Background: an optimization exercise with open tools, aiming at small area and a short achievable clock period. Do not read the settings as production practice. Where RTL was checked, it was by simulation tests only, not by an equivalence proof against the original. The RTL of runs 3 to 5 was laid out without a check of its function. No activity file was given, so power comes from the tool's default toggle rates.

--- design/flow/config.mk ---
export PLATFORM = sky130hd
export DESIGN_NAME = stepper_speed_ramp_controller
export DESIGN_NICKNAME = stepper_speed_ramp_controller
export VERILOG_FILES = /design/flow/design.v
export SDC_FILE = /design/flow/constraint.sdc
export NUM_CORES = 4
export LEC_CHECK = 0
export CAP_MARGIN = 20
export CORE_MARGIN = 2
export CORE_UTILIZATION = 40
export CTS_BUF_LIST = sky130_fd_sc_hd__clkbuf_16
export CTS_CLUSTER_DIAMETER = 100
export CTS_CLUSTER_SIZE = 30
export SETUP_SLACK_MARGIN = 3.8
export SLEW_MARGIN = 20
export TNS_END_PERCENT = 5
--- design/flow/constraint.sdc ---
create_clock -name core_clock -period 7.5 [get_ports {clk}]
set_input_delay 1.5000 -clock core_clock [delete_from_list [all_inputs] [get_ports {clk}]]
set_output_delay 1.5000 -clock core_clock [all_outputs]
set_load 0.01 [all_outputs]
--- design/flow/design.v ---
`default_nettype none
package ssrc_pkg;
	localparam int LEVELS    = 14;
	localparam int POSITIONS = 64;
	localparam int LVL_W     = $clog2(LEVELS);
	localparam int POS_W     = $clog2(POSITIONS);
	localparam int LEVEL_FW  = 4;
	localparam int PHASE_W   = 3;
	localparam int WORD_W    = 16;
	localparam int OVER_W    = 17;
	localparam int PULSE_W   = 8;
	localparam int OP_W      = 3;
	localparam int ADDR_W    = 4;
	localparam int DATA_W    = 32;
	localparam logic [OP_W-1:0] OP_TICK   = 3'd0;
	localparam logic [OP_W-1:0] OP_START  = 3'd1;
	localparam logic [OP_W-1:0] OP_DECEL  = 3'd2;
	localparam logic [OP_W-1:0] OP_STOP   = 3'd3;
	localparam logic [OP_W-1:0] OP_PULSE  = 3'd4;
	localparam logic [OP_W-1:0] OP_GOAL   = 3'd5;
	localparam logic [OP_W-1:0] OP_ZERO   = 3'd6;
	localparam logic [OP_W-1:0] OP_LOAD   = 3'd7;
	localparam logic [PHASE_W-1:0] PH_IDLE  = 3'd0;
	localparam logic [PHASE_W-1:0] PH_ACCEL = 3'd1;
	localparam logic [PHASE_W-1:0] PH_DECEL = 3'd2;
	localparam logic [PHASE_W-1:0] PH_STOP  = 3'd3;
	localparam logic [PHASE_W-1:0] PH_OVER  = 3'd4;
	localparam logic [1:0] REG_TARGET  = 2'd0;
	localparam logic [1:0] REG_DIR     = 2'd1;
	localparam logic [1:0] REG_OVERRUN = 2'd2;
endpackage
`default_nettype wire
`default_nettype none
import ssrc_pkg::*;
module stepper_speed_ramp_controller (
	input  wire logic                clk,
	input  wire logic                arst_n,
	input  wire logic                psel,
	input  wire logic                penable,
	input  wire logic                pwrite,
	input  wire logic [ADDR_W-1:0]   paddr,
	input  wire logic [DATA_W-1:0]   pwdata,
	output logic      [DATA_W-1:0]   prdata,
	output logic                     pready,
	input  wire logic                in_valid,
	output logic                     in_ready,
	input  wire logic [OP_W-1:0]     op,
	input  wire logic [PULSE_W-1:0]  count_value,
	input  wire logic [LEVEL_FW-1:0] level_index,
	input  wire logic [WORD_W-1:0]   level_reload,
	input  wire logic [WORD_W-1:0]   level_dwell,
	output logic                     out_valid,
	input  wire logic                out_ready,
	output logic      [WORD_W-1:0]   reload_out,
	output logic      [LEVEL_FW-1:0] speed_level,
	output logic      [PHASE_W-1:0]  ramp_state,
	output logic                     running,
	output logic      [POS_W-1:0]    position,
	output logic                     on_position
);
	logic [LEVEL_FW-1:0] target_q;
	logic                dir_q;
	logic [WORD_W-1:0]   overrun_q;
	logic [PHASE_W-1:0]  phase_q,  phase_d;
	logic [LEVEL_FW-1:0] level_q,  level_d;
	logic [WORD_W-1:0]   dwell_q,  dwell_d;
	logic [WORD_W-2:0]   over_q,   over_d;
	logic                timer_q,  timer_d;
	logic [POS_W-1:0]    place_q,  place_d;
	logic [PULSE_W-1:0]  pcount_q, pcount_d;
	logic [PULSE_W-1:0]  pgoal_q,  pgoal_d;
	logic [LEVELS-1:0]   hot_q,    hot_d;
	logic                onpos_q,  onpos_d;
	logic                out_valid_q;
	logic [WORD_W-1:0]   reload_tab_q [LEVELS];
	logic [WORD_W-1:0]   dwell_tab_q  [LEVELS];
	logic                accept;
	logic                cfg_wr;
	logic [WORD_W-1:0]   dwell_cur;
	logic [WORD_W-1:0]   reload_cur;
	logic [LEVEL_FW-1:0] tgt_eff;
	logic [WORD_W-1:0]   dwell_next;
	logic                dwell_done;
	logic                over_hit;
	logic [PHASE_W-1:0]  ph_k  [2];
	logic [LEVEL_FW-1:0] lv_k  [2];
	logic [WORD_W-1:0]   dw_k  [2];
	logic [LEVELS-1:0]   hot_k [2];
	logic [LEVEL_FW:0]   up_k;
	logic [LEVEL_FW-1:0] dn_k;
	logic [WORD_W-1:0]   dwdn_k;
	assign accept   = in_valid && in_ready;
	assign in_ready = !out_valid_q || out_ready;
	assign cfg_wr   = psel && penable && pwrite;
	assign pready   = 1'b1;
	always_ff @(posedge clk or negedge arst_n) begin
		if (!arst_n) begin
			target_q  <= '0;
			dir_q     <= 1'b0;
			overrun_q <= '0;
		end else if (cfg_wr) begin
			case (paddr[3:2])
				REG_TARGET:  target_q  <= pwdata[LEVEL_FW-1:0];
				REG_DIR:     dir_q     <= pwdata[0];
				REG_OVERRUN: overrun_q <= pwdata[WORD_W-1:0];
				default: ;
			endcase
		end
	end
	always_comb begin
		case (paddr[3:2])
			REG_TARGET:  prdata = DATA_W'(target_q);
			REG_DIR:     prdata = DATA_W'(dir_q);
			REG_OVERRUN: prdata = DATA_W'(overrun_q);
			default:     prdata = '0;
		endcase
	end
	always_comb begin
		dwell_cur  = '0;
		reload_cur = '0;
		for (int i = 0; i < LEVELS; i++) begin
			dwell_cur  = dwell_cur  | ({WORD_W{hot_q[i]}} & dwell_tab_q[i]);
			reload_cur = reload_cur | ({WORD_W{hot_q[i]}} & reload_tab_q[i]);
		end
	end
	assign tgt_eff    = (target_q >= LEVEL_FW'(LEVELS)) ? LEVEL_FW'(LEVELS - 1) : target_q;
	assign dwell_next = dwell_q + WORD_W'(1);
	assign dwell_done = dwell_q >= dwell_cur;
	assign over_hit   = {over_q, 1'b1} >= overrun_q;
	always_comb begin
		for (int k = 0; k < 2; k++) begin
			up_k   = {1'b0, level_q} + (LEVEL_FW+1)'(k);
			dn_k   = (k == 1 && level_q != '0) ? level_q - LEVEL_FW'(1) : level_q;
			dwdn_k = (k == 1 || dn_k == '0) ? WORD_W'(1) : dwell_next;
			ph_k[k] = phase_q;
			lv_k[k] = level_q;
			dw_k[k] = dwell_q;
			if (op == OP_STOP) begin
				lv_k[k] = dn_k;
				dw_k[k] = dwdn_k;
				ph_k[k] = PH_OVER;
			end else if (op == OP_TICK && timer_q) begin
				case (phase_q)
					PH_ACCEL: begin
						dw_k[k] = (k == 1) ? WORD_W'(1) : dwell_next;
						if (up_k >= {1'b0, tgt_eff}) begin
							lv_k[k] = tgt_eff;
							ph_k[k] = PH_IDLE;
						end else begin
							lv_k[k] = up_k[LEVEL_FW-1:0];
						end
					end
					PH_DECEL: begin
						lv_k[k] = dn_k;
						dw_k[k] = dwdn_k;
						if (dn_k == '0) ph_k[k] = PH_IDLE;
					end
					PH_STOP: begin
						lv_k[k] = dn_k;
						dw_k[k] = dwdn_k;
						ph_k[k] = PH_OVER;
					end
					PH_OVER: begin
						if (over_hit) begin
							lv_k[k] = '0;
							ph_k[k] = PH_IDLE;
							dw_k[k] = WORD_W'(1);
						end else begin
							lv_k[k] = dn_k;
							dw_k[k] = dwdn_k;
						end
					end
					default: ;
				endcase
			end else if (op == OP_START) begin
				ph_k[k] = PH_ACCEL;
				lv_k[k] = '0;
			end else if (op == OP_DECEL) begin
				ph_k[k] = PH_DECEL;
			end
			for (int i = 0; i < LEVELS; i++) hot_k[k][i] = (lv_k[k] == LEVEL_FW'(i));
		end
	end
	always_comb begin
		phase_d  = dwell_done ? ph_k[1] : ph_k[0];
		level_d  = dwell_done ? lv_k[1] : lv_k[0];
		dwell_d  = dwell_done ? dw_k[1] : dw_k[0];
		hot_d    = dwell_done ? hot_k[1] : hot_k[0];
		over_d   = over_q;
		timer_d  = timer_q;
		place_d  = place_q;
		pcount_d = pcount_q;
		pgoal_d  = pgoal_q;
		onpos_d  = onpos_q;
		case (op)
			OP_TICK: if (timer_q && phase_q == PH_OVER) begin
				if (over_hit) begin
					timer_d = 1'b0;
					over_d  = '0;
				end else begin
					over_d  = over_q + (WORD_W-1)'(1);
				end
			end
			OP_START: timer_d = 1'b1;
			OP_PULSE: begin
				pcount_d = pcount_q + PULSE_W'(1);
				onpos_d  = pcount_d >= pgoal_q;
				place_d  = dir_q ? place_q - POS_W'(1) : place_q + POS_W'(1);
			end
			OP_GOAL: begin
				pcount_d = '0;
				pgoal_d  = count_value;
				onpos_d  = count_value == '0;
			end
			OP_ZERO: place_d = '0;
			default: ;
		endcase
	end
	always_ff @(posedge clk or negedge arst_n) begin
		if (!arst_n) begin
			phase_q  <= PH_IDLE;
			level_q  <= '0;
			hot_q    <= LEVELS'(1);
			dwell_q  <= WORD_W'(1);
			over_q   <= '0;
			timer_q  <= 1'b0;
			place_q  <= '0;
			pcount_q <= '0;
			pgoal_q  <= '0;
			onpos_q  <= 1'b1;
		end else if (accept) begin
			phase_q  <= phase_d;
			level_q  <= level_d;
			hot_q    <= hot_d;
			dwell_q  <= dwell_d;
			over_q   <= over_d;
			timer_q  <= timer_d;
			place_q  <= place_d;
			pcount_q <= pcount_d;
			pgoal_q  <= pgoal_d;
			onpos_q  <= onpos_d;
		end
	end
	for (genvar i = 0; i < LEVELS; i++) begin : g_tab
		always_ff @(posedge clk) begin
			if (accept && op == OP_LOAD && level_index == LEVEL_FW'(i)) begin
				reload_tab_q[i] <= level_reload;
				dwell_tab_q[i]  <= level_dwell;
			end
		end
	end
	always_ff @(posedge clk or negedge arst_n) begin
		if (!arst_n) begin
			out_valid_q <= 1'b0;
		end else if (accept) begin
			out_valid_q <= 1'b1;
		end else if (out_ready) begin
			out_valid_q <= 1'b0;
		end
	end
	assign out_valid   = out_valid_q;
	assign reload_out  = reload_cur;
	assign speed_level = level_q;
	assign ramp_state  = phase_q;
	assign running     = timer_q;
	assign position    = place_q;
	assign on_position = onpos_q;
endmodule
`default_nettype wire
--- design/flow/flow/run.sh ---
#!/bin/bash
# Standard layout, with the port buffers made of buf_2 cells instead of the
# delay cells buffer_ports picks on its own.
set -euo pipefail
bash standard.sh "BUFFER_PORTS_ARGS=-buffer_cell sky130_fd_sc_hd__buf_2" finish > standard_flow.log 2>&1
--- design/flow/standard.sh ---
#!/bin/bash
# synth_recipe.tcl (not shown) runs the flow's synth.tcl, then flattens the netlist and writes it again
# the make line also repeats each setting of config.mk as NAME=value (left out here)
make -C /OpenROAD-flow-scripts/flow DESIGN_CONFIG=/design/flow/config.mk WORK_HOME=/design/flow/orfs CLKGATE_MAP_FILE= SYNTH_SCRIPT=/design/flow/synth_recipe.tcl "${@:-finish}"
==> run_results.csv, run 1 <==
group,metric,value,unit
critical_path,r2r_cells,13,
synthesis,syn_area_per_cell,14.5,sq um
routing,vias,13900,
synthesis,synth_ff_type,"edfxtp_1",
job,cap_violations,0,
timing,fin_setup_tns,0,ps
timing,setup_violations,0,
critical_path,path_class,"register to primary output",
critical_path,worstPathArrival,2260,ps
timing,finalHoldViolations,0,
synthesis,ys_ff_latch,546,
final_layout,finalInstanceArea,25400,sq um
timing,rsz0062_at_grt,"yes",
critical_path,reg2reg_from,"hot_q[3]",
power_and_ir_drop,p_per_area,237,nW/um^2
clock_network,h-tree-depth,1,
placement,place_area,24000,sq um
critical_path,startpoint,"hot_q[10]",
critical_path,cp_max_fo,20,
timing,fmax,266,MHz
synthesis,synth-seq-area-share,70.8,%
timing,relSlewSlack,41.4,%
floorplanning,initial_core_util,40.6,%
timing,slew_viol_final,0,
synthesis,synth_edf_count,448,
placement,place.gp.congestion,0.864,
placement,dp.final_hpwl,32100,microns
timing,min_period,3760,ps
global_routing,grt_max_degree,58,
worst_hold_path,hold_path_depth,2,
timing,worst_hold_slack,530,ps
critical_path,crit_path_start_kind,"register",
final_layout,stdcell_count,2444,
timing,finalCritPeriodShare,50.2,%
final_layout,multi_input_area,6460,sq um
critical_path,critPathCaptureType,"primary output",
clock_network,cts_sinks,546,
synthesis,synthTopCellsByArea,"edfxtp_1, dfrtp_1, a22oi_1",
clock_network,clk-insertion-delay-late,620,ps
floorplanning,die-width,241,microns
worst_hold_path,hold_path_class,"register to register",
placement,port_buffers,120,
synthesis,ys_top_cells_by_count,"edfxtp_1, a22oi_1, nand2_1",
floorplanning,rows,86,
synthesis,synthCells,1551,
synthesis,synth.most_common_cell,"edfxtp_1",
critical_path,reg2reg_to,"hot_q[12]",
synthesis,ys_warn_count,7,
synthesis,synth_cell_types,79,
worst_hold_path,worst_hold_path.endpoint,"place_q[3]",
clock_network,cts_root_buf,"clkbuf_16",
critical_path,r2r_setup_slack,3860,ps
floorplanning,core_area,55300,sq um
final_layout,fill_cells,4919,
floorplanning,dieArea,58100,sq um
routing,drtAntennaViolNets,0,
worst_hold_path,holdCritStartpoint,"place_q[3]",
clock_network,cts_buffers,22,
synthesis,syn_area,22500,sq um
clock_network,path_clk_slew,120,ps
final_layout,fin_util,46.0,%
timing,skew,46.7,ps
clock_network,cts_tree,"done",
floorplanning,num_io_pins,156,
routing,vias_per_cell,5.71,
final_layout,drive_above_1_share,18.7,%
global_routing,grt_pass1_wl,85200,microns
synthesis,synth_top_area_cell,"edfxtp_1",
routing,routed_wl,57900,microns
routing,initialDrtViolationCount,1351,
run_status,outcome,"timing/DRC/antenna clean",
global_routing,antenna_found_initial,9,
power_and_ir_drop,power.leakage,9.02,nW
global_routing,grt_pass1_vias,13700,
routing,drtPass1Iterations,5,
power_and_ir_drop,ir_drop,0.229,mV
synthesis,async_flop_share,17.9,%
final_layout,nNetsFinal,1835,
global_routing,overflow,0,
routing,drc,0,
global_routing,track_usage,19.6,%
final_layout,syn_to_final_growth,13.1,%
synthesis,synth_top_area_share,59.8,%
placement,dp.cells,2379,
critical_path,crit_required,6000,ps
timing,tightest_slew,878,ps
routing,detail_route.wl_per_cell,23.7,microns
final_layout,seq_area,15900,sq um
clock_network,max-clock-path-buffers,3,
floorplanning,die_h,241,microns
## power by group
part / total, W / internal [W] / switching [W]
Clock: 0.00149 / 0.000584 / 0.000910
Sequential: 0.00345 / 0.00337 / 0.0000828
Combinational: 0.00109 / 0.000440 / 0.000651
Total: 0.00603 / 0.00439 / 0.00164
## repair_timing
item,4_1_cts,5_1_grt
gates resized for setup,36,63
buffers inserted,14,16
gates cloned,0,3
hold buffers,0,0
pin swaps,4,32
endpoints found under the setup margin,79,146
## per-stage QoR
step,setup WS [ps],power (W)
2_1_floorplan,3460,0.00412
3_3_place_gp,2940,0.00447
3_5_place_dp,2950,0.00449
4_1_cts,3710,0.00600
5_1_grt,3580,0.00629
6_report,3740,0.00603
## final cells by class
cell class,instances,area share (%)
antenna,3,0.0295
clock buffer,22,2.17
clock inverter,7,0.389
inverter,41,0.605
multi-input combinational,888,25.4
sequential,546,62.7
tap,748,3.68
timing repair buffer,189,5.05
## layout by cell type (no fill, tap or decap), types with 5 or more instances in the layout
cell       instances
a21oi_2            5
buf_12             6
nor3_1             6
nor2_4            16
xnor2_1           15
o21ai_0           66
clkbuf_16         24
o31ai_1            8
nor2b_1            6
ha_1              51
xor2_1            16
mux2i_1            6
mux2_2             8
nand4_1           30
conb_1            17
inv_1             44
a21oi_1           24
buf_4             52
nor2_1            56
a32o_1             8
or3_1              7
buf_2            119
nand2b_1          17
nand3_1           45
and2_1            18
dfrtp_4            6
and3_1            10
a21o_1            11
a22oi_1          143
edfxtp_1         448
a22o_1            43
buf_6              6
nand2_1          109
a221oi_2          12
a221oi_1          40
nor2_2             7
dfrtp_1           86
## kinds of logic after synthesis
family,Yosys count,synth area share (%)
AOI/OAI and AO/OA,409,13.6
and+or+nand+nor,356,7.80
adders and majority gates,57,3.21
muxes,17,0.813
other,2,0.0334
xor gates and xnor gates,31,1.21
DFF,546,70.8
buffers and inverters,133,2.59
## registers in the layout, summed over array words and instances, names as in the netlist
| signal | cells |
|---|---|
| dwell_q | 16 |
| reload_tab_q | 224 |
| timer_q | 1 |
| level_q | 4 |
| over_q | 15 |
| hot_q | 14 |
| phase_q | 3 |
| out_valid_q | 1 |
| overrun_q | 16 |
| dwell_tab_q | 224 |
| pgoal_q | 8 |
| onpos_q | 1 |
| target_q | 4 |
| pcount_q | 8 |
| place_q | 6 |
| dir_q | 1 |
## critical path, cell delays in order, from the launching register on
cell      delay, ps
dfrtp_4         540
buf_4           270
a22oi_1         200
nand2_1          70
a221oi_1        240
nand4_1         180
buf_2           170
## how the worst max path moves through the flow
stage                                     to  slack, ps  cells past startpoint
after global routing          reload_out[10]       3580                      6
final                         reload_out[10]       3740                      6
after global placement             hot_q[13]       2940                     12
after floorplan           dwell_tab_q[10][0]       3460                      7
after detailed placement           hot_q[12]       2950                     13
after CTS                 reload_tab_q[3][1]       3710                      9
## metal layers
layer,up-vias,track usage [%],wire [microns]
li1,6294,-,-
met1,7118,26.7,24600
met2,444,33.7,28400
met3,80,2.55,3630
met4,8,4.21,1290
met5,-,0,43
==> run 2, diff against run 1 <==
--- a/design/flow/config.mk
+++ b/design/flow/config.mk
@@ -6,4 +6,5 @@
 export NUM_CORES = 4
 export LEC_CHECK = 0
+export ABC_CLOCK_PERIOD_IN_PS = 3700
 export CAP_MARGIN = 20
 export CORE_MARGIN = 2
@@ -14,3 +15,2 @@
 export SETUP_SLACK_MARGIN = 3.8
 export SLEW_MARGIN = 20
-export TNS_END_PERCENT = 5
==> run 2 against run 1 <==
Effect of this change: cell area rose by 1.1%; register-to-register slack got worse by 50 ps; sequential cell count did not move; non-clock buffer count rose by 2; first-iteration DRC count rose by 22%; largest cell class unchanged; highest routed layer unchanged.
==> run_results.csv, run 2 <==
group,metric,value,unit
clock_network,cts_sinks,546,
global_routing,antenna_found_initial,7,
floorplanning,die_h,241,microns
clock_network,cts_tree,"done",
floorplanning,num_io_pins,156,
final_layout,drive_above_1_share,20.4,%
floorplanning,core_area,55300,sq um
synthesis,synth-seq-area-share,70.8,%
routing,detail_route.wl_per_cell,23.9,microns
timing,min_period,3690,ps
synthesis,synth_cell_types,79,
synthesis,synthCells,1551,
floorplanning,dieArea,58100,sq um
synthesis,async_flop_share,17.9,%
global_routing,grt_pass1_vias,13500,
critical_path,crit_path_start_kind,"register",
final_layout,syn_to_final_growth,14.3,%
final_layout,fill_cells,4867,
global_routing,overflow,0,
placement,port_buffers,120,
clock_network,clk-insertion-delay-late,600,ps
timing,skew,20.8,ps
floorplanning,rows,86,
synthesis,syn_area,22500,sq um
final_layout,stdcell_count,2449,
synthesis,synth.most_common_cell,"edfxtp_1",
synthesis,ys_ff_latch,546,
critical_path,cp_slowest_cell,"dfrtp_4",
run_status,outcome,"timing/DRC/antenna clean",
critical_path,worstPathArrival,4190,ps
synthesis,ys_top_cells_by_count,"edfxtp_1, a22oi_1, nand2_1",
placement,place.gp.congestion,0.854,
timing,tightest_slew,790,ps
floorplanning,die-width,241,microns
synthesis,synth_edf_count,448,
routing,initialDrtViolationCount,1643,
floorplanning,initial_core_util,40.6,%
critical_path,crit_path_frequent_cell,"a221oi_2",
final_layout,mostFrequentLayoutCell,"edfxtp_1",
clock_network,cts_root_buf,"clkbuf_16",
clock_network,h-tree-depth,1,
routing,vias,14000,
critical_path,max_stage_delay,560,ps
timing,relSlewSlack,46.8,%
routing,drc,0,
timing,rsz0062_at_grt,"yes",
synthesis,ys_warn_count,7,
routing,drtPass1Iterations,5,
timing,finalCritPeriodShare,49.2,%
timing,setup_violations,0,
critical_path,critPathCaptureType,"register",
routing,vias_per_cell,5.70,
critical_path,path_class,"register to register",
power_and_ir_drop,ir_drop,0.178,mV
final_layout,nNetsFinal,1838,
synthesis,synth_top_area_cell,"edfxtp_1",
clock_network,max-clock-path-buffers,3,
worst_hold_path,hold_path_class,"register to register",
timing,slew_viol_final,0,
routing,routed_wl,58500,microns
critical_path,cp_cell_sequence,"buf_12 > a22o_1 > a221oi_2 > nand3_1 > nor2_2 > ha_1 > a21oi_2 > o21ai_2 > and4b_1 > a2bb2oi_4 > buf_6 > a221oi_2 > a32o_2 > or3b_4 > o31ai_1",
global_routing,grt_pass1_wl,85200,microns
synthesis,synthTopCellsByArea,"edfxtp_1, dfrtp_1, a22oi_1",
job,cap_violations,0,
clock_network,cts_buffers,23,
timing,finalHoldViolations,0,
synthesis,synth_ff_type,"edfxtp_1",
timing,fmax,271,MHz
global_routing,track_usage,19.7,%
clock_network,ctsHoldBuffers,0,
power_and_ir_drop,power.leakage,9.13,nW
power_and_ir_drop,p_per_area,235,nW/um^2
routing,drtAntennaViolNets,0,
placement,dp.cells,2377,
final_layout,layout_common_cells,"edfxtp_1, a22oi_1, buf_2, nand2_1, dfrtp_1",
synthesis,synth_top_area_share,59.8,%
placement,dp.final_hpwl,30700,microns
global_routing,grt_max_degree,53,
critical_path,crit_required,8000,ps
clock_network,path_clk_slew,110,ps
critical_path,cp_max_fo,7,
final_layout,reg.largest.list,"dwell_tab_q x224, reload_tab_q x224",
synthesis,syn_area_per_cell,14.5,sq um
timing,fin_setup_tns,0,ps
-- run 2: area by class of cell --
| type | count | area (sq um) | area share, % |
|---|---|---|---|
| Timing Repair Buffer | 191 | 1400 | 5.43 |
| Antenna cell | 3 | 7.51 | 0.0292 |
| Tap cell | 748 | 936 | 3.64 |
| Multi-Input combinational cell | 888 | 6610 | 25.7 |
| Inverter | 41 | 154 | 0.599 |
| Clock inverter | 9 | 88.8 | 0.346 |
| Clock buffer | 23 | 576 | 2.24 |
| Sequential cell | 546 | 15900 | 62.0 |
-- run 2: layer usage --
metal  vias up  track usage, %  part of all wire [%]
met5         -               0                 0.079
met4         6            4.96                   2.5
met3        87            2.96                   6.7
met2       512            33.0                    48
met1      7064            27.1                    43
li1       6296               -                     -
-- run 2: cells by family after synthesis --
family                   share of synthesized area (%)
multiplexers                                     0.813
adder cells (fa/ha/maj)                           3.21
other                                           0.0334
AO/OA/AOI/OAI                                     13.6
AND/OR/NAND/NOR                                   7.80
flip-flops                                        70.8
buffers and inverters                             2.59
XOR/XNOR                                          1.21
-- run 2: what timing repair did --
item | CTS | global route
setup buffers | 16 | 17
pin swaps | 11 | 19
cloned | 1 | 3
setup endpoints to repair | 66 | 93
resized for setup | 60 | 87
-- run 2: path summary, 6_finish.rpt --
path	from	endpoint	slack [ps]	cells after the start
hold reg to reg	place_q[4]	place_q[4]	530	2
max in group asynchronous	arst_n	overrun_q[12]	5450	2
min in group asynchronous	arst_n	out_valid_q	940	1
setup reg to reg	hot_q[13]	hot_q[10]	3810	15
setup / recovery	hot_q[13]	hot_q[10]	3810	15
hold / removal	place_q[4]	place_q[4]	530	2
-- run 2: where the power goes --
part           switching (W)  leakage [nW]  total [W]  internal [W]
logic               0.000655          3.51    0.00109      0.000436
registers          0.0000797          5.29    0.00344       0.00336
clock network       0.000929         0.336    0.00151      0.000584
-- run 2: stage by stage --
step | instance area, sq um | setup WS (ps) | hold WS [ps] | power (W) | util [%]
after global routing | 25700 | 3650 | 572 | 0.00631 | 46.5
after detailed placement | 24000 | 2920 | 517 | 0.00449 | 43.5
after floorplan | 22600 | 3460 | 485 | 0.00413 | -
after global placement | 24000 | 2920 | 508 | 0.00447 | 43.5
after CTS | 25100 | 3740 | 541 | 0.00602 | 45.4
final | 25700 | 3810 | 532 | 0.00605 | 46.5
-- run 2: worst max-delay path, delay by kind of cell (launching register included) --
kind / cells / cell delay [ps]
AOI/OAI and AO/OA: 8 / 1380
and+or+nand+nor: 4 / 1050
DFF: 1 / 560
buffers and inverters: 2 / 310
adders and majority gates: 1 / 290
==> run 3, diff against run 2 <==
--- a/design/flow/design.v
+++ b/design/flow/design.v
@@ -120,5 +120,5 @@
 		reload_cur = '0;
 		for (int i = 0; i < LEVELS; i++) begin
-			dwell_cur  = dwell_cur  | ({WORD_W{hot_q[i]}} & dwell_tab_q[i]);
+			dwell_cur  = dwell_cur  | ({WORD_W{level_q == LEVEL_FW'(i)}} & dwell_tab_q[i]);
 			reload_cur = reload_cur | ({WORD_W{hot_q[i]}} & reload_tab_q[i]);
 		end
==> run 3 against run 2 <==
Effect of this change: combinational power is 6% higher; worst setup slack worse by 240 ps; die area is 0.97% higher; cell count rose by 4.0%; critical endpoint is now hot_q[1]; non-clock buffer count grew 53; worst hold slack worse by 8.7 ps; first-iteration DRC count is 5.2% lower; register-to-register slack got worse by 240 ps; still clean.
==> run_results.csv, run 3 <==
group,metric,value,unit
critical_path,path_class,"register to register",
timing,finalHoldViolations,0,
timing,setup_violations,0,
critical_path,critPathCaptureType,"register",
placement,dp.final_hpwl,33900,microns
routing,routed-wl-met3,4540,microns
final_layout,reg.largest.list,"dwell_tab_q x224, reload_tab_q x224",
clock_network,path_clk_slew,110,ps
routing,initialDrtViolationCount,1557,
power_and_ir_drop,power_frac_comb,18.5,%
clock_network,ctsHoldBuffers,0,
floorplanning,num_io_pins,156,
critical_path,cp_max_fo,10,
final_layout,mostFrequentLayoutCell,"edfxtp_1",
global_routing,grt_pass1_vias,14200,
final_layout,layout_common_cells,"edfxtp_1, a22oi_1, buf_2, buf_4, nand2_1",
synthesis,synth_top_area_share,59.3,%
clock_network,cts_root_buf,"clkbuf_16",
synthesis,ys_top_cells_by_count,"edfxtp_1, a22oi_1, nand2_1",
placement,place.gp.congestion,0.890,
global_routing,grt_pass1_wl,90800,microns
floorplanning,dieArea,58700,sq um
timing,skew,42.1,ps
clock_network,h-tree-depth,1,
clock_network,max-clock-path-buffers,3,
timing,tightest_slew,844,ps
power_and_ir_drop,power.leakage,9.63,nW
synthesis,synth_cell_types,74,
timing,finalCritPeriodShare,52.4,%
synthesis,synth.most_common_cell,"edfxtp_1",
critical_path,crit_path_start_kind,"register",
global_routing,track_usage,20.2,%
synthesis,syn_area_per_cell,14.2,sq um
floorplanning,die-width,242,microns
run_status,outcome,"timing/DRC/antenna clean",
routing,drtAntennaViolNets,0,
synthesis,synth_ff_type,"edfxtp_1",
routing,drtPass1Iterations,5,
floorplanning,rows,87,
synthesis,synth_edf_count,448,
routing,routed_wl,60600,microns
worst_hold_path,hold_path_class,"register to register",
global_routing,grt_max_degree,64,
routing,top_layer,"met5",
routing,vias,14500,
synthesis,synthCells,1595,
timing,rsz0062_at_grt,"yes",
synthesis,ys_warn_count,7,
placement,port_buffers,120,
routing,route.met2.wl,28600,microns
clock_network,clk-insertion-delay-late,620,ps
clock_network,cts_tree,"done",
clock_network,cts_buffers,24,
final_layout,syn_to_final_growth,16.7,%
synthesis,async_flop_share,17.9,%
synthesis,synthTopCellsByArea,"edfxtp_1, dfrtp_1, a22oi_1",
synthesis,ys_ff_latch,546,
global_routing,overflow,0,
timing,fmax,254,MHz
routing,detail_route.wl_per_cell,23.8,microns
power_and_ir_drop,p_per_area,235,nW/um^2
placement,pre_cts_slack,2260,ps
power_and_ir_drop,sw_frac_of_total,28.0,%
routing,drc,0,
final_layout,drive_above_1_share,24.7,%
power_and_ir_drop,ir_drop,0.154,mV
timing,relSlewSlack,43.7,%
critical_path,worstPathArrival,4420,ps
power_and_ir_drop,p_clk_share,25.3,%
clock_network,cts_sinks,546,
power_and_ir_drop,internal_power,0.00447,W
job,cap_violations,0,
global_routing,antenna_found_initial,7,
power_and_ir_drop,p_switching,0.00174,W
final_layout,nNetsFinal,1930,
power_and_ir_drop,seq_power_share,56.2,%
floorplanning,core_area,56300,sq um
routing,wl_met1,26500,microns
synthesis,syn_area,22700,sq um
floorplanning,die_h,242,microns
floorplanning,initial_core_util,40.3,%
synthesis,synth_top_area_cell,"edfxtp_1",
routing,vias_per_cell,5.71,
critical_path,crit_required,7990,ps
timing,min_period,3930,ps
synthesis,synth-seq-area-share,70.1,%
timing,fin_setup_tns,0,ps
timing,worst_slack,3570,ps
timing,slew_viol_final,0,
[run 3: worst paths after layout]
path	startpoint	end	slack, ps	cells past startpoint
worst max-delay path	level_q[0]	hot_q[1]	3570	16
worst min-delay path	pgoal_q[7]	pgoal_q[7]	520	1
worst max register to register	level_q[0]	hot_q[1]	3570	16
worst min register to register	pgoal_q[7]	pgoal_q[7]	520	1
max in group asynchronous	arst_n	dwell_q[13]	5440	2
min in group asynchronous	arst_n	pgoal_q[1]	850	1
[run 3: metrics by stage]
stage                     total power [W]  area, sq um  util (%)  std cells  hold slack, ps
after global routing              0.00649        26500      47.1       2544             539
final                             0.00622        26500      47.1       2546             523
after detailed placement          0.00454        24200      43.0       2404             499
after floorplan                   0.00419        23000         -       1610             477
after CTS                         0.00622        26100      46.3       2512             526
after global placement            0.00452        24200      43.0       2404             493
[run 3: power by group through the flow]
stage,clock network (W),registers (W),logic [W]
floorplan,0,0.00351,0.000680
global placement,0,0.00357,0.000948
detailed placement,0,0.00358,0.000965
CTS,0.00162,0.00349,0.00111
global route,0.00172,0.00351,0.00126
finish,0.00157,0.00349,0.00115
[run 3: cell families after synthesis]
logic type,synth area share [%]
flops,70.1
compound gates,13.5
simple gates,7.98
buf+inv,2.74
fa+ha+maj,3.34
xor+xnor,1.20
mux,1.15
other cells,0.0331
[run 3: timing repair]
action                     4_1_cts  5_1_grt
resized for setup              118       37
setup endpoints to repair       89      121
pin swaps                       31       29
cloned                           2        1
buffers inserted                72       31
[run 3: critical path, cell delays in order (launching register included)]
cell,delay [ps]
dfrtp_2,450
clkinvlp_4,200
ha_2,250
and2_4,210
a22o_1,200
a221oi_1,220
nand3_1,170
nor2_4,190
ha_1,170
a21oi_1,60
o21a_1,200
a21o_2,270
o21ai_4,310
o2111a_2,300
buf_4,130
o21ai_4,90
o41ai_2,390
[run 3: cell type report]
type	count	area, sq um
clock inverter	10	130
fill	4933	29800
antenna	2	5.00
timing repair buffer	244	1710
tap	756	946
inverter	41	160
clock buffer	24	601
multi-input combinational	923	6990
sequential	546	16000
[run 3: routing by layer]
layer | vias up | track usage [%]
met1 | 7340 | 29.0
met2 | 587 | 33.0
li1 | 6541 | -
met3 | 73 | 3.19
met5 | - | 0
met4 | 6 | 3.27
==> run 4, diff against run 3 <==
--- a/design/flow/design.v
+++ b/design/flow/design.v
@@ -71,4 +71,5 @@
 	logic [PULSE_W-1:0]  pgoal_q,  pgoal_d;
 	logic [LEVELS-1:0]   hot_q,    hot_d;
+	logic [LEVELS-1:0]   sel_q;
 	logic                onpos_q,  onpos_d;
 	logic                out_valid_q;
@@ -120,6 +121,6 @@
 		reload_cur = '0;
 		for (int i = 0; i < LEVELS; i++) begin
-			dwell_cur  = dwell_cur  | ({WORD_W{level_q == LEVEL_FW'(i)}} & dwell_tab_q[i]);
-			reload_cur = reload_cur | ({WORD_W{hot_q[i]}} & reload_tab_q[i]);
+			dwell_cur  = dwell_cur  | ({WORD_W{sel_q[i]}} & dwell_tab_q[i]);
+			reload_cur = reload_cur | ({WORD_W{sel_q[i]}} & reload_tab_q[i]);
 		end
 	end
@@ -242,4 +243,7 @@
 		end
 	end
+	always_ff @(posedge clk) begin
+		if (accept) sel_q <= hot_d;
+	end
 	for (genvar i = 0; i < LEVELS; i++) begin : g_tab
 		always_ff @(posedge clk) begin
==> run 4 against run 3 <==
Effect of this change: still clean on timing, DRC and antenna; critical path depth shrank 9; fmax grew 5.9%; routed wire length grew 1.6%; clock power grew 4%; sequential power is essentially flat; first-iteration DRC count shrank 9.3%; core utilization grew 0.13 points; critical path type is now register to primary output.
==> run_results.csv, run 4 <==
group,metric,value,unit
global_routing,antenna_found_initial,2,
timing,finalCritPeriodShare,49.5,%
synthesis,ys_ff_latch,546,
floorplanning,num_io_pins,156,
timing,skew,32.6,ps
final_layout,multi_input_area,6870,sq um
synthesis,synth_top_area_share,61.0,%
power_and_ir_drop,p_per_area,229,nW/um^2
routing,vias,14500,
clock_network,cts_buffers,25,
critical_path,path_class,"register to primary output",
synthesis,synth-seq-area-share,70.3,%
global_routing,grt_max_degree,50,
job,cap_violations,0,
routing,route.met2.wl,30100,microns
floorplanning,die_h,242,microns
routing,drc,0,
timing,relSlewSlack,50.2,%
final_layout,nNetsFinal,1887,
critical_path,worstPathArrival,2210,ps
synthesis,synthTopCellsByArea,"edfxtp_1, dfrtp_1, a22oi_1",
critical_path,critPathCaptureType,"primary output",
clock_network,clk-insertion-delay-late,610,ps
clock_network,cts_root_buf,"clkbuf_16",
final_layout,layout_common_cells,"edfxtp_1, a22oi_1, buf_2, nand2_1, dfrtp_1",
routing,routed_wl,61500,microns
timing,min_period,3710,ps
critical_path,startpoint,"sel_q[3]",
power_and_ir_drop,total_power,0.00608,W
synthesis,synth_cell_types,78,
timing,rsz0062_at_grt,"yes",
synthesis,syn_area_per_cell,14.4,sq um
placement,port_buffers,120,
synthesis,synth_top_area_cell,"edfxtp_1",
placement,dp.final_hpwl,33000,microns
synthesis,ys_warn_count,7,
clock_network,cts_sinks,546,
timing,tightest_slew,745,ps
routing,routed-wl-met3,3710,microns
final_layout,syn_to_final_growth,16.8,%
floorplanning,dieArea,58800,sq um
global_routing,grt_pass1_vias,14100,
routing,detail_route.wl_per_cell,24.6,microns
critical_path,crit_path_start_kind,"register",
floorplanning,core_area,56300,sq um
worst_hold_path,hold_path_class,"register to register",
timing,slew_viol_final,0,
final_layout,fill_cells,4878,
timing,fmax,269,MHz
timing,finalHoldViolations,0,
timing,fin_setup_tns,0,ps
clock_network,ctsHoldBuffers,0,
synthesis,synthCells,1575,
synthesis,syn_area,22700,sq um
critical_path,path_delay_family,"buffers and inverters",
critical_path,cp_max_fo,8,
synthesis,synth_ff_type,"edfxtp_1",
global_routing,overflow,0,
placement,place.gp.congestion,0.871,
clock_network,max-clock-path-buffers,3,
global_routing,grt_pass1_wl,89100,microns
run_status,outcome,"timing/DRC/antenna clean",
routing,wl_met1,26300,microns
critical_path,reg2reg_from,"sel_q[4]",
worst_hold_path,holdCritStartpoint,"onpos_q",
routing,vias_per_cell,5.79,
critical_path,cp_cell_sequence,"buf_6 > buf_12 > a22oi_2 > nand2_1 > a221oi_2 > nand4_1 > buf_2",
final_layout,drive_above_1_share,22.2,%
critical_path,max_stage_delay,470,ps
global_routing,track_usage,19.9,%
clock_network,h-tree-depth,1,
synthesis,async_flop_share,15.4,%
routing,top_layer,"met4",
routing,drtAntennaViolNets,0,
final_layout,seq_area,16000,sq um
critical_path,path_buf_inv,3,
final_layout,reg.largest.list,"dwell_tab_q x224, reload_tab_q x224",
power_and_ir_drop,power.leakage,9.45,nW
floorplanning,initial_core_util,40.4,%
final_layout,mostFrequentLayoutCell,"edfxtp_1",
synthesis,synth.most_common_cell,"edfxtp_1",
clock_network,path_clk_slew,110,ps
critical_path,cp_slowest_cell,"edfxtp_1",
synthesis,synth_edf_count,462,
timing,setup_violations,0,
floorplanning,rows,87,
routing,drtPass1Iterations,7,
critical_path,crit_required,6000,ps
floorplanning,die-width,242,microns
power_and_ir_drop,ir_drop,0.184,mV
clock_network,cts_tree,"done",
routing,initialDrtViolationCount,1412,
synthesis,ys_top_cells_by_count,"edfxtp_1, a22oi_1, nand2_1",
[run 4: cell types whose count changed in the layout (fill, tap and decap cells not counted), moves of 15 or more]
cell / change
buf_4: -52
a22oi_1: -20
buf_6: +19
a22oi_2: +17
inv_1: +17
nand3_1: +15
[run 4: per-layer routing]
| metal | track usage, % | vias to the layer above |
|---|---|---|
| met3 | 2.13 | 73 |
| met2 | 33.7 | 573 |
| met5 | 0 | - |
| li1 | - | 6495 |
| met1 | 27.8 | 7358 |
| met4 | 4.50 | 0 |
[run 4: worst paths after layout]
check / to / slack [ps] / cells after the start
max in group asynchronous: level_q[0] / 5580 / 2
min: onpos_q / 510 / 2
max: reload_out[0] / 3790 / 7
min reg2reg: onpos_q / 510 / 2
min in group asynchronous: overrun_q[12] / 860 / 1
max reg2reg: sel_q[8] / 3800 / 13
[run 4: worst min-delay path: cells and delay by family, from the launching register on]
family	cells	cell delay [ps]
flops	1	390
simple gates	1	60
compound gates	1	70
[run 4: per-stage QoR]
stage / utilization [%] / instance area, sq um / instances / setup slack (ps) / hold WS, ps
2_1_floorplan: - / 22900 / 1590 / 3730 / 477
3_3_place_gp: 43.3 / 24400 / 2414 / 2780 / 469
5_1_grt: 47.2 / 26600 / 2505 / 3660 / 539
6_report: 47.2 / 26600 / 2506 / 3790 / 510
4_1_cts: 45.9 / 25800 / 2485 / 3720 / 506
3_5_place_dp: 43.3 / 24400 / 2414 / 2660 / 490
[run 4: cells by family (layout without fill, tap and decap cells)]
logic type,Yosys count,in the layout,synth area share (%)
compound gates,406,406,13.1
mux,31,31,1.55
flops,546,546,70.3
fa+ha+maj,57,57,3.17
simple gates,368,369,8.30
other cells,2,18,0.0330
buf+inv,143,301,2.73
xor+xnor,22,22,0.847
[run 4: final cells by class]
type	instances	area share (%)
Sequential cell	546	60.1
Multi-Input combinational cell	902	25.9
Timing Repair Buffer	210	6.65
Tap cell	756	3.56
Clock buffer	25	2.35
Inverter	55	0.824
Clock inverter	11	0.584
Antenna cell	1	0.00942
[run 4: report_power, final]
group	total [W]	switching, W	internal, W
Clock	0.00164	0.000988	0.000651
Sequential	0.00351	0.000119	0.00339
Combinational	0.000932	0.000540	0.000392
[run 4: timing repair]
item / CTS / global route
gates cloned: 4 / 4
setup buffers: 31 / 16
pin swaps: 9 / 38
setup endpoints to repair: 83 / 61
hold endpoints to repair: 0 / 0
gates resized for setup: 75 / 105
==> run 5, diff against run 4 <==
--- a/design/flow/config.mk
+++ b/design/flow/config.mk
@@ -13,4 +13,4 @@
 export CTS_CLUSTER_DIAMETER = 100
 export CTS_CLUSTER_SIZE = 30
-export SETUP_SLACK_MARGIN = 3.8
+export SETUP_SLACK_MARGIN = 4.0
 export SLEW_MARGIN = 20
==> run 5 against run 4 <==
Effect of this change: sequential cell count is the same; fmax fell by 0.34%; die area stayed put; clock skew decreased by 6.2 ps; non-clock buffer count is 29 higher; sequential share of layout area decreased by 0.99 points; power down 0.23%; synthesized cell count is the same; largest cell class unchanged; first-iteration DRC count rose by 0.21%; clock power is 4% lower.
==> run_results.csv, run 5 <==
group,metric,value,unit
run_status,outcome,"timing/DRC/antenna clean",
clock_network,cts_sinks,546,
critical_path,critPathCaptureType,"primary output",
floorplanning,rows,87,
final_layout,seq_area,16000,sq um
worst_hold_path,holdCritStartpoint,"onpos_q",
timing,tightest_slew,759,ps
timing,setup_violations,0,
final_layout,layout_common_cells,"edfxtp_1, a22oi_1, buf_2, nand2_1, dfrtp_1",
clock_network,ctsHoldBuffers,0,
synthesis,syn_area_per_cell,14.4,sq um
critical_path,r2r_cells,15,
final_layout,reg.largest.list,"dwell_tab_q x224, reload_tab_q x224",
global_routing,track_usage,20.8,%
critical_path,r2r_setup_slack,3860,ps
synthesis,synthTopCellsByArea,"edfxtp_1, dfrtp_1, a22oi_1",
floorplanning,initial_core_util,40.4,%
placement,place.gp.congestion,0.873,
routing,drc,0,
timing,rsz0062_at_grt,"yes",
routing,drtAntennaViolNets,0,
floorplanning,num_io_pins,156,
floorplanning,die-width,242,microns
routing,drtPass1Iterations,7,
synthesis,synth_edf_count,462,
synthesis,synthCells,1575,
critical_path,reg2reg_from,"sel_q[3]",
routing,routed_wl,63100,microns
final_layout,fin_util,48.0,%
final_layout,multi_input_area,6940,sq um
final_layout,finalInstanceArea,27000,sq um
critical_path,crit_path_start_kind,"input pin",
critical_path,path_delay_family,"buffers and inverters",
critical_path,cp_cell_sequence,"buf_12 > nor2b_4 > clkbuf_16 > and2_4 > buf_6",
routing,vias,14700,
global_routing,grt_pass1_vias,14400,
final_layout,fill_cells,4862,
clock_network,path_clk_slew,100,ps
placement,dp.cells,2412,
timing,slew_viol_final,0,
global_routing,antenna_found_initial,3,
worst_hold_path,worst_hold_path.endpoint,"onpos_q",
placement,port_buffers,120,
synthesis,synth_ff_type,"edfxtp_1",
floorplanning,core_area,56300,sq um
final_layout,stdcell_count,2533,
synthesis,synth.most_common_cell,"edfxtp_1",
final_layout,nNetsFinal,1915,
critical_path,path_buf_inv,3,
placement,place_area,24400,sq um
final_layout,mostFrequentLayoutCell,"edfxtp_1",
clock_network,cts_root_buf,"clkbuf_16",
global_routing,grt_pass1_wl,92200,microns
synthesis,ys_ff_latch,546,
routing,vias_per_cell,5.80,
synthesis,synth_cell_types,78,
synthesis,ys_top_cells_by_count,"edfxtp_1, a22oi_1, nand2_1",
placement,dp.final_hpwl,32400,microns
clock_network,max-clock-path-buffers,3,
timing,finalHoldViolations,0,
power_and_ir_drop,ir_drop,0.177,mV
final_layout,syn_to_final_growth,18.8,%
synthesis,synth_top_area_cell,"edfxtp_1",
synthesis,async_flop_share,15.4,%
clock_network,cts_tree,"done",
clock_network,cts_buffers,24,
power_and_ir_drop,p_per_area,225,nW/um^2
global_routing,grt_max_degree,45,
clock_network,h-tree-depth,1,
synthesis,synth_top_area_share,61.0,%
critical_path,max_stage_delay,220,ps
floorplanning,dieArea,58800,sq um
final_layout,drive_above_1_share,24.0,%
critical_path,cp_slowest_cell,"nor2b_4",
worst_hold_path,hold_path_class,"register to register",
timing,min_period,3720,ps
power_and_ir_drop,power.leakage,9.67,nW
worst_hold_path,hold_path_depth,2,
critical_path,crit_required,6000,ps
synthesis,ys_warn_count,7,
job,cap_violations,0,
global_routing,overflow,0,
critical_path,path_class,"input pin to primary output",
synthesis,syn_area,22700,sq um
synthesis,synth-seq-area-share,70.3,%
routing,initialDrtViolationCount,1415,
floorplanning,die_h,242,microns
timing,relSlewSlack,49.4,%
timing,skew,26.4,ps
timing,fin_setup_tns,0,ps
critical_path,worstPathArrival,2220,ps
timing,fmax,269,MHz
timing,finalCritPeriodShare,49.6,%
critical_path,reg2reg_to,"dwell_q[15]",
clock_network,clk-insertion-delay-late,590,ps
routing,detail_route.wl_per_cell,24.9,microns
critical_path,cp_max_fo,8,
-- run 5: area by class of cell --
type                    instances  area share, %
flip-flops and latches        546           59.2
well taps                     756           3.50
inverters                      55          0.811
clock buffers                  24           2.22
repair buffers                239           8.12
clock inverters                10          0.472
diodes                          1        0.00926
multi-input cells             902           25.7
-- run 5: worst reg2reg max path: cells and delay by family (launching register included) --
family	cells	cell delay, ps
AOI/OAI and AO/OA	6	990
adders and majority gates	1	160
buffers and inverters	3	460
DFF	1	530
muxes	1	250
and+or+nand+nor	4	1150
-- run 5: how the worst max path moves through the flow --
stage	from	end	slack [ps]	cells past startpoint
after global routing	sel_q[5]	sel_q[5]	3670	13
final	paddr[3]	prdata[11]	3780	5
after floorplan	out_ready	dwell_tab_q[0][0]	3730	7
after CTS	sel_q[3]	reload_out[1]	3780	6
after detailed placement	sel_q[4]	dwell_q[2]	2710	13
after global placement	sel_q[4]	dwell_q[2]	2760	13
-- run 5: where the power goes --
part	leakage [nW]	internal (W)	switching, W	total (W)
Combinational	4.09	0.000429	0.000554	0.000983
Clock	0.362	0.000613	0.000959	0.00157
Sequential	5.22	0.00339	0.000121	0.00352
Total	9.67	0.00444	0.00163	0.00607
-- run 5: cells by family after synthesis --
kind of cell               synth area share, %
AOI/OAI and AO/OA                         13.1
DFF                                       70.3
and+or+nand+nor                           8.30
adders and majority gates                 3.17
buffers and inverters                     2.73
muxes                                     1.55
xor gates and xnor gates                 0.847
other                                   0.0330
-- run 5: layer usage --
layer | vias to the layer above | GRT usage [%] | share of wire, % | wire [microns]
li1 | 6560 | - | - | -
met1 | 7452 | 27.5 | 40 | 25300
met2 | 593 | 35.5 | 50 | 31400
met3 | 92 | 3.64 | 7.5 | 4710
met4 | 6 | 5.30 | 2.5 | 1610
met5 | - | 0 | 0.052 | 33
-- run 5: per-stage QoR --
stage	hold WS (ps)	setup WS [ps]	power, W
final	494	3780	0.00607
after detailed placement	482	2710	0.00440
after CTS	497	3780	0.00606
after global routing	516	3670	0.00631
after global placement	470	2760	0.00437
after floorplan	477	3730	0.00411
-- run 5: what timing repair did --
action,4_1_cts,5_1_grt
gates resized for setup,128,65
pin swaps,25,28
buffers inserted,50,24
hold endpoints to repair,0,0
cloned,11,1
endpoints found under the setup margin,69,99
==> run 6, diff against run 5 <==
--- a/design/flow/design.v
+++ b/design/flow/design.v
@@ -71,5 +71,4 @@
 	logic [PULSE_W-1:0]  pgoal_q,  pgoal_d;
 	logic [LEVELS-1:0]   hot_q,    hot_d;
-	logic [LEVELS-1:0]   sel_q;
 	logic                onpos_q,  onpos_d;
 	logic                out_valid_q;
@@ -121,6 +120,6 @@
 		reload_cur = '0;
 		for (int i = 0; i < LEVELS; i++) begin
-			dwell_cur  = dwell_cur  | ({WORD_W{sel_q[i]}} & dwell_tab_q[i]);
-			reload_cur = reload_cur | ({WORD_W{sel_q[i]}} & reload_tab_q[i]);
+			dwell_cur  = dwell_cur  | ({WORD_W{hot_q[i]}} & dwell_tab_q[i]);
+			reload_cur = reload_cur | ({WORD_W{hot_q[i]}} & reload_tab_q[i]);
 		end
 	end
@@ -243,7 +242,4 @@
 		end
 	end
-	always_ff @(posedge clk) begin
-		if (accept) sel_q <= hot_d;
-	end
 	for (genvar i = 0; i < LEVELS; i++) begin : g_tab
 		always_ff @(posedge clk) begin
--- a/design/flow/config.mk
+++ b/design/flow/config.mk
@@ -6,8 +6,8 @@
 export NUM_CORES = 4
 export LEC_CHECK = 0
-export ABC_CLOCK_PERIOD_IN_PS = 3700
+export ABC_CLOCK_PERIOD_IN_PS = 3500
 export CAP_MARGIN = 20
 export CORE_MARGIN = 2
-export CORE_UTILIZATION = 40
+export CORE_UTILIZATION = 55
 export CTS_BUF_LIST = sky130_fd_sc_hd__clkbuf_16
 export CTS_CLUSTER_DIAMETER = 100
==> run 6 against run 5 <==
Effect of this change: sequential share of layout area up 0.98 points; cell area decreased by 1.9%; cell count decreased by 9.7%; clock power shrank 4%; non-clock buffer count unchanged; global-route usage increased by 6.9 points; clock skew fell by 11 ps; count of clock-buffer cells in the layout stayed put; via count fell by 3.4%; largest power group unchanged; routed wire length shrank 6.7%; worst hold slack improved by 30 ps.
==> run_results.csv, run 6 <==
group,metric,value,unit
run_status,outcome,"timing/DRC/antenna clean",
synthesis,synth-seq-area-share,70.8,%
routing,vias_per_cell,6.21,
power_and_ir_drop,total_power,0.00621,W
timing,skew,15.5,ps
timing,finalHoldViolations,0,
final_layout,layout_common_cells,"edfxtp_1, a22oi_1, nand2_1, buf_2, dfrtp_1",
timing,finalCritPeriodShare,50.4,%
synthesis,syn_area_per_cell,14.5,sq um
clock_network,max-clock-path-buffers,3,
job,cap_violations,0,
critical_path,crit_required,7950,ps
floorplanning,die_h,206,microns
global_routing,grt_max_degree,59,
critical_path,crit_path_start_kind,"register",
timing,worst_slack,3720,ps
worst_hold_path,hold_path_class,"register to register",
clock_network,path_clk_slew,110,ps
global_routing,grt_pass1_wl,86300,microns
routing,drtAntennaViolNets,0,
placement,place.gp.congestion,0.866,
synthesis,synth.most_common_cell,"edfxtp_1",
clock_network,cts_tree,"done",
synthesis,synth_top_area_share,59.8,%
critical_path,cp_max_fo,6,
critical_path,path_buf_inv,1,
worst_hold_path,holdCritStartpoint,"place_q[4]",
clock_network,cts_buffers,22,
floorplanning,die-width,206,microns
placement,pre_cts_slack,2820,ps
routing,routed_wl,58900,microns
clock_network,cts_root_buf,"clkbuf_16",
floorplanning,rows,74,
final_layout,mostFrequentLayoutCell,"edfxtp_1",
critical_path,startpoint,"hot_q[2]",
final_layout,seq_area,15900,sq um
global_routing,overflow,0,
critical_path,reg2reg_from,"hot_q[2]",
routing,vias,14200,
timing,setup_violations,0,
synthesis,synthTopCellsByArea,"edfxtp_1, dfrtp_1, a22oi_1",
power_and_ir_drop,p_per_area,234,nW/um^2
synthesis,async_flop_share,17.9,%
timing,rsz0062_at_grt,"yes",
routing,initialDrtViolationCount,1356,
synthesis,ys_warn_count,7,
timing,worst_hold_slack,524,ps
placement,port_buffers,120,
global_routing,antenna_found_initial,3,
floorplanning,initial_core_util,55.4,%
placement,dp.final_hpwl,30200,microns
global_routing,grt_pass1_vias,13600,
floorplanning,dieArea,42500,sq um
timing,fmax,264,MHz
synthesis,synth_ff_type,"edfxtp_1",
power_and_ir_drop,ir_drop,0.213,mV
synthesis,ys_ff_latch,546,
final_layout,fill_cells,2953,
final_layout,multi_input_area,6900,sq um
timing,slew_viol_final,0,
timing,relSlewSlack,49.3,%
synthesis,synth_edf_count,448,
critical_path,worstPathArrival,4230,ps
power_and_ir_drop,power.leakage,9.62,nW
final_layout,drive_above_1_share,25.3,%
routing,detail_route.wl_per_cell,25.7,microns
timing,min_period,3780,ps
synthesis,syn_area,22500,sq um
critical_path,cp_slowest_cell,"dfrtp_4",
critical_path,path_class,"register to register",
synthesis,ys_top_cells_by_count,"edfxtp_1, a22oi_1, nand2_1",
final_layout,syn_to_final_growth,17.9,%
timing,tightest_slew,761,ps
clock_network,clk-insertion-delay-late,570,ps
critical_path,cp_cell_sequence,"buf_4 > a22oi_1 > nand2_1 > a221oi_2 > nand4_1 > ha_1 > nor2_2 > a21oi_2 > o41ai_4 > a2bb2oi_4 > a221o_1 > o22ai_4 > or3b_4 > o31ai_1",
final_layout,reg.largest.list,"dwell_tab_q x224, reload_tab_q x224",
final_layout,nNetsFinal,1885,
clock_network,cts_sinks,546,
critical_path,critPathCaptureType,"register",
timing,fin_setup_tns,0,ps
clock_network,h-tree-depth,1,
routing,drtPass1Iterations,5,
synthesis,synthCells,1551,
floorplanning,core_area,40600,sq um
critical_path,max_stage_delay,580,ps
routing,drc,0,
global_routing,track_usage,27.7,%
floorplanning,num_io_pins,156,
synthesis,synth_cell_types,79,
critical_path,path_delay_family,"compound AO/OA/AOI/OAI gates",
synthesis,synth_top_area_cell,"edfxtp_1",
-- run 6: changes by cell type in the layout (fill, tap and decap cells not counted), moves of 7 or more --
cell	delta
o21a_1	-8
bufbuf_16	-7
nand3_1	-17
o22ai_1	-11
a22oi_1	-8
nand2b_1	+7
a22oi_2	+7
edfxtp_1	-14
a31oi_1	-9
o21ai_0	+10
nand2_1	+10
a22o_1	+7
mux2_2	-10
a32o_1	+8
-- run 6: cell type report --
class,instances,area share (%)
clock inverter,16,0.293
inverter,41,0.581
multi-input combinational,888,26.0
sequential,546,60.1
tap,532,2.51
clock buffer,24,2.27
antenna,2,0.0189
timing repair buffer,239,8.15
-- run 6: routing by layer --
metal  up-vias  part of all wire (%)  track usage (%)
met4         2                   1.8             5.54
li1       6419                     -                -
met2       500                    49             47.3
met5         -                 0.020                0
met1      7220                    42             38.4
met3        66                   7.2             3.75
-- run 6: power breakdown --
part | internal, W | switching [W]
clock network | 0.000591 | 0.000906
logic | 0.000563 | 0.000690
registers | 0.00337 | 0.0000954
-- run 6: stage by stage --
stage / cell area, sq um / std cells / util (%)
CTS: 26000 / 2260 / 64.1
global route: 26500 / 2288 / 65.3
global placement: 23800 / 2162 / 58.8
detailed placement: 23800 / 2162 / 58.8
finish: 26500 / 2288 / 65.3
floorplan: 22700 / 1566 / -
-- run 6: worst reg2reg max path, cell delays in order, from the launching register on --
cell       delay, ps
dfrtp_4          580
buf_4            190
a22oi_1          160
nand2_1           80
a221oi_2         210
nand4_1          210
ha_1             330
nor2_2            90
a21oi_2           80
o41ai_4          270
a2bb2oi_4        150
a221o_1          350
o22ai_4          220
or3b_4           430
o31ai_1          300
-- run 6: worst paths after layout --
| kind | endpoint | slack (ps) | depth (start not counted) |
|---|---|---|---|
| max reg2reg | hot_q[13] | 3720 | 14 |
| min in group asynchronous | out_valid_q | 910 | 1 |
| max | hot_q[13] | 3720 | 14 |
| max in group asynchronous | dwell_q[15] | 5420 | 2 |
| min reg2reg | place_q[4] | 520 | 2 |
| min | place_q[4] | 520 | 2 |
-- run 6: repair_timing --
action / 4_1_cts / 5_1_grt
pin swaps: 65 / 41
buffers inserted: 51 / 24
endpoints found under the setup margin: 70 / 78
resized for setup: 178 / 52
hold buffers: 0 / 0
cloned: 7 / 2
-- run 6: cell families after synthesis --
family                     synth area share [%]
buffers and inverters                      2.59
muxes                                     0.813
and+or+nand+nor                            7.80
xor gates and xnor gates                   1.21
other                                    0.0334
adders and majority gates                  3.21
AOI/OAI and AO/OA                          13.6
DFF                                        70.8
==> run 7, diff against run 6 <==
--- a/design/flow/config.mk
+++ b/design/flow/config.mk
@@ -6,8 +6,7 @@
 export NUM_CORES = 4
 export LEC_CHECK = 0
-export ABC_CLOCK_PERIOD_IN_PS = 3500
 export CAP_MARGIN = 20
 export CORE_MARGIN = 2
-export CORE_UTILIZATION = 55
+export CORE_UTILIZATION = 40
 export CTS_BUF_LIST = sky130_fd_sc_hd__clkbuf_16
 export CTS_CLUSTER_DIAMETER = 100
@@ -15,2 +14,3 @@
 export SETUP_SLACK_MARGIN = 4.0
 export SLEW_MARGIN = 20
+export TNS_END_PERCENT = 5
==> run 7 against run 6 <==
Effect of this change: first-iteration DRC count grew 11%; combinational power shrank 14%; non-clock buffer count shrank 61; routed wire length shrank 0.25%; via count shrank 1.6%; clock skew grew 18 ps; cell count grew 6.3%; largest power group unchanged; global-route usage shrank 7.6 points; power shrank 3.5%; register-to-register slack lost 20 ps; fmax shrank 0.59%; worst setup slack lost 22 ps.
==> run_results.csv, run 7 <==
group,metric,value,unit
run_status,outcome,"timing/DRC/antenna clean",
synthesis,ys_ff_latch,546,
power_and_ir_drop,power.leakage,9.04,nW
synthesis,ys_top_cells_by_count,"edfxtp_1, a22oi_1, nand2_1",
global_routing,overflow,0,
global_routing,grt_pass1_wl,86900,microns
final_layout,nNetsFinal,1824,
timing,rsz0062_at_grt,"yes",
worst_hold_path,hold_path_class,"register to register",
final_layout,fin_util,46.1,%
global_routing,antenna_found_initial,8,
critical_path,critPathCaptureType,"register",
synthesis,synthCells,1551,
timing,skew,33.6,ps
worst_hold_path,holdCritStartpoint,"place_q[2]",
floorplanning,dieArea,58100,sq um
synthesis,ys_warn_count,7,
synthesis,syn_area,22500,sq um
synthesis,syn_area_per_cell,14.5,sq um
global_routing,grt_pass1_vias,13700,
critical_path,r2r_cells,14,
final_layout,fill_cells,4915,
routing,vias,14000,
routing,vias_per_cell,5.74,
worst_hold_path,hold_path_depth,2,
synthesis,synth_cell_types,79,
placement,dp.final_hpwl,30600,microns
timing,fin_setup_tns,0,ps
critical_path,path_class,"register to register",
timing,tightest_slew,904,ps
critical_path,worstPathArrival,4310,ps
routing,detail_route.wl_per_cell,24.1,microns
routing,drtAntennaViolNets,0,
power_and_ir_drop,ir_drop,0.207,mV
critical_path,crit_required,8000,ps
timing,relSlewSlack,39.7,%
floorplanning,num_io_pins,156,
synthesis,synth_edf_count,448,
placement,place.gp.congestion,0.865,
worst_hold_path,worst_hold_path.endpoint,"place_q[2]",
synthesis,synthTopCellsByArea,"edfxtp_1, dfrtp_1, a22oi_1",
synthesis,synth_top_area_share,59.8,%
timing,setup_violations,0,
routing,drtPass1Iterations,5,
final_layout,layout_common_cells,"edfxtp_1, a22oi_1, buf_2, nand2_1, dfrtp_1",
final_layout,drive_above_1_share,19.0,%
power_and_ir_drop,p_per_area,235,nW/um^2
final_layout,syn_to_final_growth,13.5,%
floorplanning,die-width,241,microns
synthesis,synth_ff_type,"edfxtp_1",
timing,finalHoldViolations,0,
floorplanning,rows,86,
routing,initialDrtViolationCount,1508,
routing,drc,0,
final_layout,reg.largest.list,"dwell_tab_q x224, reload_tab_q x224",
timing,min_period,3800,ps
critical_path,reg2reg_to,"hot_q[12]",
clock_network,cts_buffers,22,
clock_network,clk-insertion-delay-late,600,ps
clock_network,cts_sinks,546,
critical_path,cp_max_fo,6,
clock_network,cts_root_buf,"clkbuf_16",
routing,routed_wl,58700,microns
global_routing,track_usage,20.1,%
floorplanning,initial_core_util,40.6,%
timing,fmax,263,MHz
floorplanning,die_h,241,microns
synthesis,synth.most_common_cell,"edfxtp_1",
clock_network,max-clock-path-buffers,3,
timing,finalCritPeriodShare,50.7,%
placement,port_buffers,120,
floorplanning,core_area,55300,sq um
clock_network,h-tree-depth,1,
timing,slew_viol_final,0,
synthesis,synth-seq-area-share,70.8,%
critical_path,r2r_setup_slack,3700,ps
synthesis,async_flop_share,17.9,%
critical_path,crit_path_start_kind,"register",
global_routing,grt_max_degree,55,
job,cap_violations,0,
critical_path,reg2reg_from,"hot_q[4]",
clock_network,cts_tree,"done",
synthesis,synth_top_area_cell,"edfxtp_1",
final_layout,mostFrequentLayoutCell,"edfxtp_1",
clock_network,path_clk_slew,120,ps
[run 7: cell counts after synthesis]
No cell type changed its count.
[run 7: per-stage QoR]
| stage | power, W | hold WS (ps) | setup slack, ps | area, sq um | std cells |
|---|---|---|---|---|---|
| 4_1_cts | 0.00602 | 541 | 3810 | 25400 | 2427 |
| 5_1_grt | 0.00626 | 563 | 3600 | 25500 | 2432 |
| 2_1_floorplan | 0.00413 | 485 | 3620 | 22600 | 1566 |
| 6_report | 0.00600 | 531 | 3700 | 25500 | 2433 |
| 3_5_place_dp | 0.00448 | 513 | 2820 | 24000 | 2373 |
| 3_3_place_gp | 0.00446 | 509 | 2810 | 24000 | 2373 |
[run 7: logic make-up after synthesis]
family / Yosys count / synth area share [%]
flops: 546 / 70.8
compound gates: 409 / 13.6
simple gates: 356 / 7.80
buf+inv: 133 / 2.59
fa+ha+maj: 57 / 3.21
xor+xnor: 31 / 1.21
mux: 17 / 0.813
other cells: 2 / 0.0334
[run 7: layout make-up]
cell class	instances	area, sq um	area share, %
sequential	546	15900	62.5
multi-input combinational	888	6570	25.8
timing repair buffer	178	1280	5.00
tap	748	936	3.67
clock buffer	22	551	2.16
inverter	41	154	0.603
clock inverter	7	70.1	0.275
antenna	3	7.51	0.0294
[run 7: timing repair]
item / in CTS / in global routing
resized for setup: 102 / 10
pin swaps: 37 / 11
endpoints found under the setup margin: 69 / 67
buffers inserted: 21 / 3
hold buffers: 0 / 0
gates cloned: 4 / 0
[run 7: routing by layer]
layer	GRT usage [%]	up-vias	wire, microns
met5	0	-	36
met4	3.97	6	1080
met3	3.02	70	3980
met2	33.9	512	28400
met1	27.8	7126	25200
li1	-	6263	-
[run 7: power by group]
| part | switching [W] | internal [W] |
|---|---|---|
| clock | 0.000910 | 0.000550 |
| combinational | 0.000640 | 0.000440 |
| sequential | 0.0000912 | 0.00337 |
| total | 0.00164 | 0.00436 |
[run 7: worst max-delay path, stage by stage (launching register included)]
cell and delay, ps:
dfrtp_4 580, buf_4 180, buf_16 140, a221oi_1 260, nand3_1 180, nor2_4 160
ha_1 260, o211ai_1 120, a21oi_2 70, o41ai_4 430, a2bb2oi_4 170, a221o_1 340
o22ai_4 200, or3b_4 420, o31ai_2 190
[run 7: how the worst max path moves through the flow]
| stage | start | end | slack, ps | cells past startpoint |
|---|---|---|---|---|
| 2_1_floorplan | paddr[3] | prdata[0] | 3620 | 5 |
| 6_report | hot_q[4] | hot_q[12] | 3700 | 14 |
| 4_1_cts | hot_q[4] | hot_q[11] | 3810 | 14 |
| 3_5_place_dp | hot_q[4] | hot_q[12] | 2820 | 13 |
| 5_1_grt | hot_q[4] | hot_q[13] | 3600 | 14 |
| 3_3_place_gp | hot_q[9] | hot_q[13] | 2810 | 13 |

[what the ideal ports hide]
The flow's constraints put no driver on any port. The routed layouts listed below were extracted and timed again, unchanged, in two steps. Step 1 sets driving cells, clkbuf_16 on the clock port and buf_2 on the other inputs (assumed; they add their load-dependent delay and slew). Step 2 also shifts input and output timing later by t, the mid clock arrival at the registers, as if the neighbouring blocks saw the same clock. a / b / c = no drivers / after step 1 / after step 2; a / b = the first two.
run | shift t [ns] | slack for setup (ns) | latest minus earliest clock arrival (ns)
run 1 | 0.653 | 3.737 / 3.679 / 3.158 | 0.047 / 0.047
run 2 | 0.638 | 3.808 / 3.767 / 3.415 | 0.025 / 0.026
run 3 | 0.651 | 3.569 / 3.569 / 3.133 | 0.043 / 0.043
run 4 | 0.647 | 3.789 / 3.728 / 3.416 | 0.034 / 0.033
run 5 | 0.637 | 3.777 / 3.717 / 3.500 | 0.032 / 0.033
run 6 | 0.618 | 3.718 / 3.718 / 3.303 | 0.018 / 0.018
run 7 | 0.643 | 3.696 / 3.669 / 3.361 | 0.034 / 0.034
After both steps every run listed still meets setup and hold. The setup slack of run 1, which loses most, moves by -0.058 ns with the drivers and by -0.579 ns with both steps.
